This is an optimization exercise on Yosys and OpenROAD, whose aim is small area and a short achievable clock period, not a production implementation. At most, simulation tests tie the RTL to the original design; equivalence was not proved.

==> inputs of 05-18 <==
Design arith_encoder, start of the top module:
module arith_encoder #(
  parameter int SYMBOL_WIDTH = 4
) (
  input  logic                    general_clk,
  input  logic                    reset,
  input  logic                    in_valid,
  input  logic [15:0]             fl,
  input  logic [15:0]             fh,
  input  logic [SYMBOL_WIDTH-1:0] symbol,
  input  logic [SYMBOL_WIDTH:0]   nsyms,
  input  logic                    bool_mode,
  output logic                    out_valid,
  output logic [15:0]             range_out,
  output logic [23:0]             low_out,
  output logic [4:0]              cnt_out,
  output logic [1:0]              bit_flag,
  output logic [15:0]             out_bit_1,
  output logic [15:0]             out_bit_2
);
make LEC_CHECK=0 ABC_AREA=1 ABC_CLOCK_PERIOD_IN_PS=6000 CAP_MARGIN=20 CORE_MARGIN=2 CORE_UTILIZATION=40 SLEW_MARGIN=20 finish   # period 9.0 ns
run.sh (not shown) runs the stock make flow with config.mk's settings and CLKGATE_MAP_FILE= SYNTH_SCRIPT=/design/flow/synth_recipe.tcl, a recipe that flattens the netlist after the stock synthesis.
==> 05-07 (differences from 05-18) <==
--- a/flow/design.v
+++ b/flow/design.v
@@ -595,11 +595,11 @@
   assign at_168 = (at_106 ^ at_135) ? at_134 : at_106;
   wire [16:0] at_a, at_b;
   assign at_a = {at_167, at_165, at_163, at_161, at_159, at_157, at_155, at_153, at_151, at_149, at_147, at_145, at_143, at_141, at_139, ~(r8[0] & p_n[1]), 1'b0};
   assign at_b = {at_166, at_164, at_162, at_160, at_158, at_156, at_154, at_152, at_150, at_148, at_146, at_144, at_142, at_140, at_138, at_137, 1'b0};
   assign sum2n    = at_a + at_b;
-  assign add_next = (p_z | reset) ? 16'd0 : sum2n[16:1];
+  assign add_next = p_z ? 16'd0 : sum2n[16:1];
   logic       z8, z4, z2, z1, raw_zero;
   logic [15:0] t1, t2, t3, range_next;
   logic [3:0]  d_next;
   assign z8 = ~|raw[15:8];
   assign t1 = z8 ? {raw[7:0], 8'd0} : raw;
@@ -609,36 +609,32 @@
   assign t3 = z2 ? {t2[13:0], 2'd0} : t2;
   assign z1 = ~t3[15];
   assign range_next = z1 ? {t3[14:0], 1'b0} : t3;
   assign raw_zero = ~|raw;
   assign d_next = (raw_zero | reset) ? 4'd0 : {z8, z4, z2, z1};
-  logic [15:0] add_q;
   logic [3:0]  d_q;
   always_ff @(posedge general_clk) begin
     if (reset) range_q <= 16'd32768;
     else       range_q <= range_next;
-    add_q <= add_next;
-    d_q   <= d_next;
+    d_q <= d_next;
   end
-  logic [23:0] low_q;
+  logic [23:0] sum_q;
   logic [3:0]  cq;
-  logic [23:0] low_sum;
   logic [4:0]  e_sum;        
   logic        emit1, emit2;
   logic [2:0]  f_sum;        
   logic [23:0] low_shl;
   logic [23:0] low_next;
+  logic [23:0] sum_next;
   logic [3:0]  cq_next;
   logic [7:0]  keep_hi;
   logic [24:0] win_src;
   logic [23:0] win;
-  assign low_sum = low_q + {8'd0, add_q};
   assign e_sum   = {1'b0, cq} + {1'b0, d_q};
   assign emit1   = e_sum >= 5'd9;
   assign emit2   = e_sum >= 5'd17;
   assign f_sum   = e_sum[2:0] - 3'd1;    
-  assign low_shl = low_sum << d_q;
   always_comb begin
     case (f_sum)
       3'd0: keep_hi = 8'h00;
       3'd1: keep_hi = 8'h01;
       3'd2: keep_hi = 8'h03;
@@ -648,22 +644,24 @@
       3'd6: keep_hi = 8'h3f;
       default: keep_hi = 8'h7f;
     endcase
     if (!emit1) keep_hi = 8'hff;
   end
+  assign low_shl  = sum_q << d_q;
   assign low_next = low_shl & {keep_hi, 16'hffff};
   assign cq_next  = emit1 ? {1'b0, f_sum} + 4'd1 : e_sum[3:0];
-  assign win_src = {low_sum, 1'b0};
+  assign sum_next = low_next + {8'd0, add_next};
+  assign win_src = {sum_q, 1'b0};
   assign win     = 24'(win_src >> cq);
   always_ff @(posedge general_clk) begin
     if (reset) begin
-      low_q <= '0;
+      sum_q <= '0;
       cq    <= '0;
       v1    <= 1'b0;
       v2    <= 1'b0;
     end else begin
-      low_q <= low_next;
+      sum_q <= sum_next;
       cq    <= cq_next;
       v1    <= vin;
       v2    <= v1;
     end
   end
==> flow/config.mk (replaced) <==
export PLATFORM = sky130hd
export DESIGN_NAME = arith_encoder
export DESIGN_NICKNAME = arith_encoder
export VERILOG_FILES = /design/flow/design.v
export SDC_FILE = /design/flow/constraint.sdc
export NUM_CORES = 4
export LEC_CHECK = 0
export ABC_AREA = 1
export CAP_MARGIN = 20
export CORE_MARGIN = 2
export CORE_UTILIZATION = 40
export SLEW_MARGIN = 20
==> comparison table <==
| item | 05-07 | 05-18 |
|---|---|---|
| Drt first-iter violations | 899 | 858 |
| Floorplan die width | 190 um | 194 um |
| Later-pin clock latency in the skew report | 360 ps | 370 ps |
| Synthesized area divided by synthesized cell count | 5.85 um2 | 5.85 um2 |
| Met1 GRT Util | 0.295 | 0.293 |
| Synth top area share | 0.187 | 0.190 |
| Vias post-DR | 14856 | 15363 |
| Length in cells of the worst reg-to-reg path | 30 | 36 |
| Amount of wire on met3 after detailed routing | 2.07 mm | 1.78 mm |
| Hold Worst Slack | 430 ps | 515 ps |
| Maximum fanout encountered on the critical timing path | 19 | 22 |
| Area post-placement | 0.0152 mm2 | 0.0158 mm2 |
| Number of placement rows | 68 | 69 |
| Outcome | no timing/DRC/antenna violations | no timing/DRC/antenna violations |
| End-of-flow core utilization | 0.452 | 0.452 |
| Clock sink count | 84 | 100 |
| Core Box Area | 0.0343 mm2 | 0.0356 mm2 |
| Gpl congestion | 0.912 | 0.934 |
| CP Capture Point | range_q[1]$_SDFF_PP0_ | range_q[9]$_SDFF_PP0_ |
| Worst path setup slack after routing | 2210 ps | 2540 ps |
| Worst clock skew on the final layout | 12.7 ps | 15.3 ps |
No functional check of the RTL was part of any run of this note.


==> inputs of ember <==
arith_encoder, a different RTL version from the one above (not shown whole).
==> flow/config.mk <==
export PLATFORM = sky130hd
export DESIGN_NAME = arith_encoder
export DESIGN_NICKNAME = arith_encoder
export VERILOG_FILES = /design/flow/design.v
export SDC_FILE = /design/flow/constraint.sdc
export NUM_CORES = 4
export LEC_CHECK = 0
export ABC_AREA = 1
export CAP_MARGIN = 20
export CORE_MARGIN = 2
export CORE_UTILIZATION = 40
export SETUP_SLACK_MARGIN = 3.0
export SLEW_MARGIN = 20
==> flow/constraint.sdc <==
create_clock -name core_clock -period 9.0 [get_ports {general_clk}]
set_input_delay 1.8000 -clock core_clock [delete_from_list [all_inputs] [get_ports {general_clk}]]
set_output_delay 1.8000 -clock core_clock [all_outputs]
set_load 0.01 [all_outputs]
standard.sh (not shown) runs the stock make flow with config.mk's settings and CLKGATE_MAP_FILE= SYNTH_SCRIPT=/design/flow/synth_recipe.tcl, a recipe that flattens the netlist after the stock synthesis.
==> flow/flow/run.sh <==
#!/bin/bash
# The standard layout with three changes: synthesis skips the quick ABC pass
# inside Yosys's synth (the final ABC mapping still runs), adders use Yosys's
# Sklansky carry network instead of Kogge-Stone, and the ports get the
# smallest buffer instead of the delay buffer that buffer_ports picks by
# default. All output goes to run_standard.log in this folder; ORFS keeps its
# own logs under orfs/logs.
set -euo pipefail
export SYNTH_ARGS="-noabc"
export SYNTH_OPERATIONS_ARGS="-extra-map +/choices/sklansky.v"
export BUFFER_PORTS_ARGS="-buffer_cell sky130_fd_sc_hd__buf_1"
bash standard.sh > run_standard.log 2>&1
==> pepper (differences from ember) <==
- SETUP_SLACK_MARGIN: 3.0 -> 2.5
==> notes <==
pepper went through all stages and came out clean. ember went through all stages and came out clean.
Between pepper and ember, the lower clock skew is in pepper (gap 2.1 ps).
Between ember and pepper, the lower worst setup slack is in pepper (gap 150 ps).
In ember the first-iteration DRC count is lower than in pepper, by 5.1%.
Fmax: ember is higher than pepper (about 2.6%).
In pepper the final cell count is smaller than in ember, by 1.3%.
Against ember, the critical path depth of pepper is higher by 1.
==> figures <==
Outcome: pepper complete, no violations; ember complete, no violations
Largest stage delay on the critical path: pepper 630 ps; ember 540 ps
Register-to-Register Path Depth: pepper 29; ember 28
Least setup slack across all paths after layout: pepper 2830 ps; ember 2990 ps
Fraction of the cycle the final worst path needs: pepper 0.685; ember 0.668
Data required, critical path: pepper 9300 ps; ember 9230 ps
Non-clock buffers: pepper 133; ember 159
Unrepaired setup endpoints after global routing: pepper no; ember yes
Non-clock inverter count: pepper 291; ember 293
Total area of multi-input combinational cells: pepper 9210 um2; ember 9580 um2
Cell area after layout: pepper 13500 um2; ember 14200 um2
Worst setup startpoint: pepper u_stage_2.range_q[15]; ember u_stage_2.range_q[14]
GRT met2 Usage: pepper 0.363; ember 0.365


==> inputs of run B <==
arith_encoder, a different RTL version from the one above (not shown whole).
Design arith_encoder, start of the top module:
module arith_encoder #(
  parameter int SYMBOL_WIDTH = 4
) (
  input  logic                    general_clk,
  input  logic                    reset,
  input  logic                    in_valid,
  input  logic [15:0]             fl,
  input  logic [15:0]             fh,
  input  logic [SYMBOL_WIDTH-1:0] symbol,
  input  logic [SYMBOL_WIDTH:0]   nsyms,
  input  logic                    bool_mode,
  output logic                    out_valid,
  output logic [15:0]             range_out,
  output logic [23:0]             low_out,
  output logic [4:0]              cnt_out,
  output logic [1:0]              bit_flag,
  output logic [15:0]             out_bit_1,
  output logic [15:0]             out_bit_2
);
==> module probability_stage, before the edit <==
module probability_stage (
  input  logic        general_clk,
  input  logic        reset,
  input  logic        in_valid,
  input  logic [15:0] fl,
  input  logic [15:0] fh,
  input  logic [3:0]  symbol,
  input  logic [4:0]  nsyms,
  input  logic        bool_mode,
  output logic        p_x,
  output logic        p_en,
  output logic        p_z,
  output logic        p_s,         
  output logic [9:0]  p_m2n,       
  output logic [5:0]  p_k,
  output logic [9:0]  p_nn,       
  output logic [4:0]  p_o2
);
  logic        vin;
  logic [9:0]  fl6, fh6;
  logic        first, sel_a, sel_c, sel_q;
  logic [5:0]  kd;        
  logic [4:0]  kdiff;     
  logic        kpos;
  logic [9:0]  m_p, m_q;
  logic [5:0]  k_next;
  assign vin   = in_valid & ~reset;
  assign fl6   = fl[15:6];
  assign fh6   = fh[15:6];
  assign first = (fl == 16'h8000);
  assign sel_a = vin & bool_mode & symbol[0];
  assign sel_c = vin & ~bool_mode & ~first;
  assign sel_q = vin & ~(bool_mode & symbol[0]);    
  assign kd    = {1'b0, nsyms} - {2'b00, symbol};
  assign kpos  = ~kd[5] & (kd[4:0] != 5'd0);
  assign kdiff = kd[5] ? 5'd0 : kd[4:0];
  assign m_p = sel_a ? fh6 : (sel_c ? fl6 : 10'd512);
  assign m_q = sel_q ? fh6 : 10'd0;
  always_comb begin
    if (sel_a)          k_next = 6'd1;
    else if (sel_c)     k_next = {5'd0, kpos};
    else if (!vin)      k_next = 6'd0;
    else if (bool_mode) k_next = 6'h3f;
    else if (kpos)      k_next = 6'd1 - {1'b0, kdiff};
    else                k_next = 6'd0;
  end
  always_ff @(posedge general_clk) begin
    p_x  <= ~sel_a & ~sel_c;
    p_z  <= ~sel_a & ~sel_c;
    p_en <= sel_q & fh6[0] & ~(sel_c & fl6[0]);
    {p_s, p_m2n} <= ({1'b0, m_p} - {1'b0, m_q}) ^ 11'h3ff;    
    p_k  <= k_next;
    p_nn  <= ~(sel_c ? fl6 : fh6);    
    p_o2 <= sel_c ? kdiff : 5'd1;
  end
endmodule
export LEC_CHECK = 0
export ABC_AREA = 1
export CAP_MARGIN = 20
export CORE_MARGIN = 2
export CORE_UTILIZATION = 40
export CTS_BUF_LIST = sky130_fd_sc_hd__clkbuf_4 sky130_fd_sc_hd__clkbuf_8
export SETUP_SLACK_MARGIN = 2.9
export SLEW_MARGIN = 20
create_clock -name core_clock -period 9.0 [get_ports {general_clk}]
Scripts as last shown in full above: flow/flow/run.sh
==> run H (differences from run B) <==
--- a/flow/design.v
+++ b/flow/design.v
@@ -38,40 +38,44 @@
 );
   logic        vin;
   logic [9:0]  fl6, fh6;
-  logic        first, sel_a, sel_c, sel_q;
+  logic        first, mode_a, mode_c;
   logic [5:0]  kd;        
   logic [4:0]  kdiff;     
   logic        kpos;
   logic [9:0]  m_p, m_q;
+  logic [10:0] m_d;
+  logic [10:0] m2;
   logic [5:0]  k_next;
-  assign vin   = in_valid & ~reset;
-  assign fl6   = fl[15:6];
-  assign fh6   = fh[15:6];
-  assign first = (fl == 16'h8000);
-  assign sel_a = vin & bool_mode & symbol[0];
-  assign sel_c = vin & ~bool_mode & ~first;
-  assign sel_q = vin & ~(bool_mode & symbol[0]);    
-  assign kd    = {1'b0, nsyms} - {2'b00, symbol};
-  assign kpos  = ~kd[5] & (kd[4:0] != 5'd0);
-  assign kdiff = kd[5] ? 5'd0 : kd[4:0];
-  assign m_p = sel_a ? fh6 : (sel_c ? fl6 : 10'd512);
-  assign m_q = sel_q ? fh6 : 10'd0;
+  assign vin    = in_valid & ~reset;
+  assign fl6    = fl[15:6];
+  assign fh6    = fh[15:6];
+  assign first  = (fl == 16'h8000);
+  assign mode_a = bool_mode & symbol[0];
+  assign mode_c = ~bool_mode & ~first;
+  assign kd     = {1'b0, nsyms} - {2'b00, symbol};
+  assign kpos   = ~kd[5] & (kd[4:0] != 5'd0);
+  assign kdiff  = kd[5] ? 5'd0 : kd[4:0];
+  assign m_p = bool_mode ? (symbol[0] ? fh6 : 10'd512) : fl6;
+  assign m_q = mode_a ? 10'd0 : fh6;
+  assign m_d = {1'b0, m_p} - {1'b0, m_q};
+  assign m2  = vin ? m_d : 11'd512;
   always_comb begin
-    if (sel_a)          k_next = 6'd1;
-    else if (sel_c)     k_next = {5'd0, kpos};
-    else if (!vin)      k_next = 6'd0;
+    if (!vin)           k_next = 6'd0;
+    else if (mode_a)    k_next = 6'd1;
+    else if (mode_c)    k_next = {5'd0, kpos};
     else if (bool_mode) k_next = 6'h3f;
     else if (kpos)      k_next = 6'd1 - {1'b0, kdiff};
     else                k_next = 6'd0;
   end
   always_ff @(posedge general_clk) begin
-    p_x  <= ~sel_a & ~sel_c;
-    p_z  <= ~sel_a & ~sel_c;
-    p_en <= sel_q & fh6[0] & ~(sel_c & fl6[0]);
-    {p_s, p_m2n} <= ({1'b0, m_p} - {1'b0, m_q}) ^ 11'h3ff;    
-    p_k  <= k_next;
-    p_nn  <= ~(sel_c ? fl6 : fh6);    
-    p_o2 <= sel_c ? kdiff : 5'd1;
+    p_x   <= ~vin | ~(mode_a | mode_c);
+    p_z   <= ~vin | ~(mode_a | mode_c);
+    p_en  <= vin & fh6[0] & (bool_mode ? ~symbol[0] : ~fl6[0]);
+    p_s   <= m2[10];
+    p_m2n <= ~m2[9:0];              
+    p_k   <= k_next;
+    p_nn  <= ~(bool_mode ? fh6 : fl6);    
+    p_o2  <= bool_mode ? 5'd1 : kdiff;
   end
 endmodule
 `timescale 1ns/1ps
--- a/flow/config.mk
+++ b/flow/config.mk
@@ -9,6 +9,6 @@
 export CAP_MARGIN = 20
 export CORE_MARGIN = 2
 export CORE_UTILIZATION = 40
-export CTS_BUF_LIST = sky130_fd_sc_hd__clkbuf_4 sky130_fd_sc_hd__clkbuf_8
-export SETUP_SLACK_MARGIN = 2.9
+export CTS_BUF_LIST = sky130_fd_sc_hd__clkbuf_8
+export SETUP_SLACK_MARGIN = 3.0
 export SLEW_MARGIN = 20
==> run X (differences from run B) <==
--- a/flow/config.mk
+++ b/flow/config.mk
@@ -9,6 +9,6 @@
 export CAP_MARGIN = 20
 export CORE_MARGIN = 2
 export CORE_UTILIZATION = 40
-export CTS_BUF_LIST = sky130_fd_sc_hd__clkbuf_4 sky130_fd_sc_hd__clkbuf_8
-export SETUP_SLACK_MARGIN = 2.9
+export CTS_BUF_LIST = sky130_fd_sc_hd__clkbuf_8
+export SETUP_SLACK_MARGIN = 3.0
 export SLEW_MARGIN = 20
==> notes <==
- Against run H, the cell count of run X is smaller by 1.0%.
- Count of clock-buffer cells in the layout is the same in run X and run B.
- Register-to-register slack: run H is lower than run X (200 ps).
- The highest setup slack belongs to run X, the lowest to run H.
- The lowest utilization belongs to run B, the highest to run H.
- Wire length, highest first: run H, run X, run B.
- Die area is about the same in run X and run H.
- Via count, lowest first: run B, run X, run H.
- Against run H, the sequential share of layout area of run X is higher by 0.24 points.
- In area after synthesis, run B and run X do not differ.
- Run H completed with no timing, DRC or antenna violations. Run X finished with timing, DRC and antenna clean. Run B passed the timing, DRC and antenna checks.
The RTL of run H was laid out without a check of its function.

==> port drivers added, routing unchanged <==
How much do the figures lean on ideal ports? The routed layouts below were timed once more, with nothing changed but the port constraints. Step 1, drivers: a clkbuf_16 drives general_clk and a buf_2 each remaining input, both assumed. Step 2 moves the port delays by t, midway between the first and last clock arrival at a register: inputs arrive t later, outputs are due t later. That takes back most of the time a late clock gives input paths. a / b / c = no drivers / after step 1 / after step 2; a / b = the first two.
run | shift t [ns] | setup slack, ns | hold WS [ns] | clock arrival spread, ns | slew at the worst register clock pin (ns)
05-18 | 0.407 | 2.537 / 2.537 / 2.537 | 0.515 / 0.515 / 0.515 | 0.015 / 0.015 | 0.08 / 0.08
05-07 | 0.400 | 2.213 / 2.213 / 2.213 | 0.430 / 0.430 / 0.430 | 0.012 / 0.013 | 0.07 / 0.07
ember | 0.397 | 2.988 / 2.988 / 2.988 | 0.492 / 0.492 / 0.492 | 0.019 / 0.019 | 0.08 / 0.08
pepper | 0.390 | 2.835 / 2.835 / 2.636 | 0.455 / 0.455 / 0.455 | 0.017 / 0.017 | 0.08 / 0.08
run B | 0.416 | 3.221 / 3.221 / 3.047 | 0.500 / 0.500 / 0.500 | 0.013 / 0.013 | 0.10 / 0.10
run H | 0.410 | 3.040 / 3.040 / 3.040 | 0.505 / 0.505 / 0.505 | 0.016 / 0.016 | 0.10 / 0.10
run X | 0.413 | 3.244 / 3.244 / 3.171 | 0.475 / 0.475 / 0.475 | 0.017 / 0.018 | 0.10 / 0.10
After both steps every run listed still meets setup and hold. The setup slack of pepper, which loses most, moves by 0.000 ns with the drivers and by -0.199 ns with both steps.
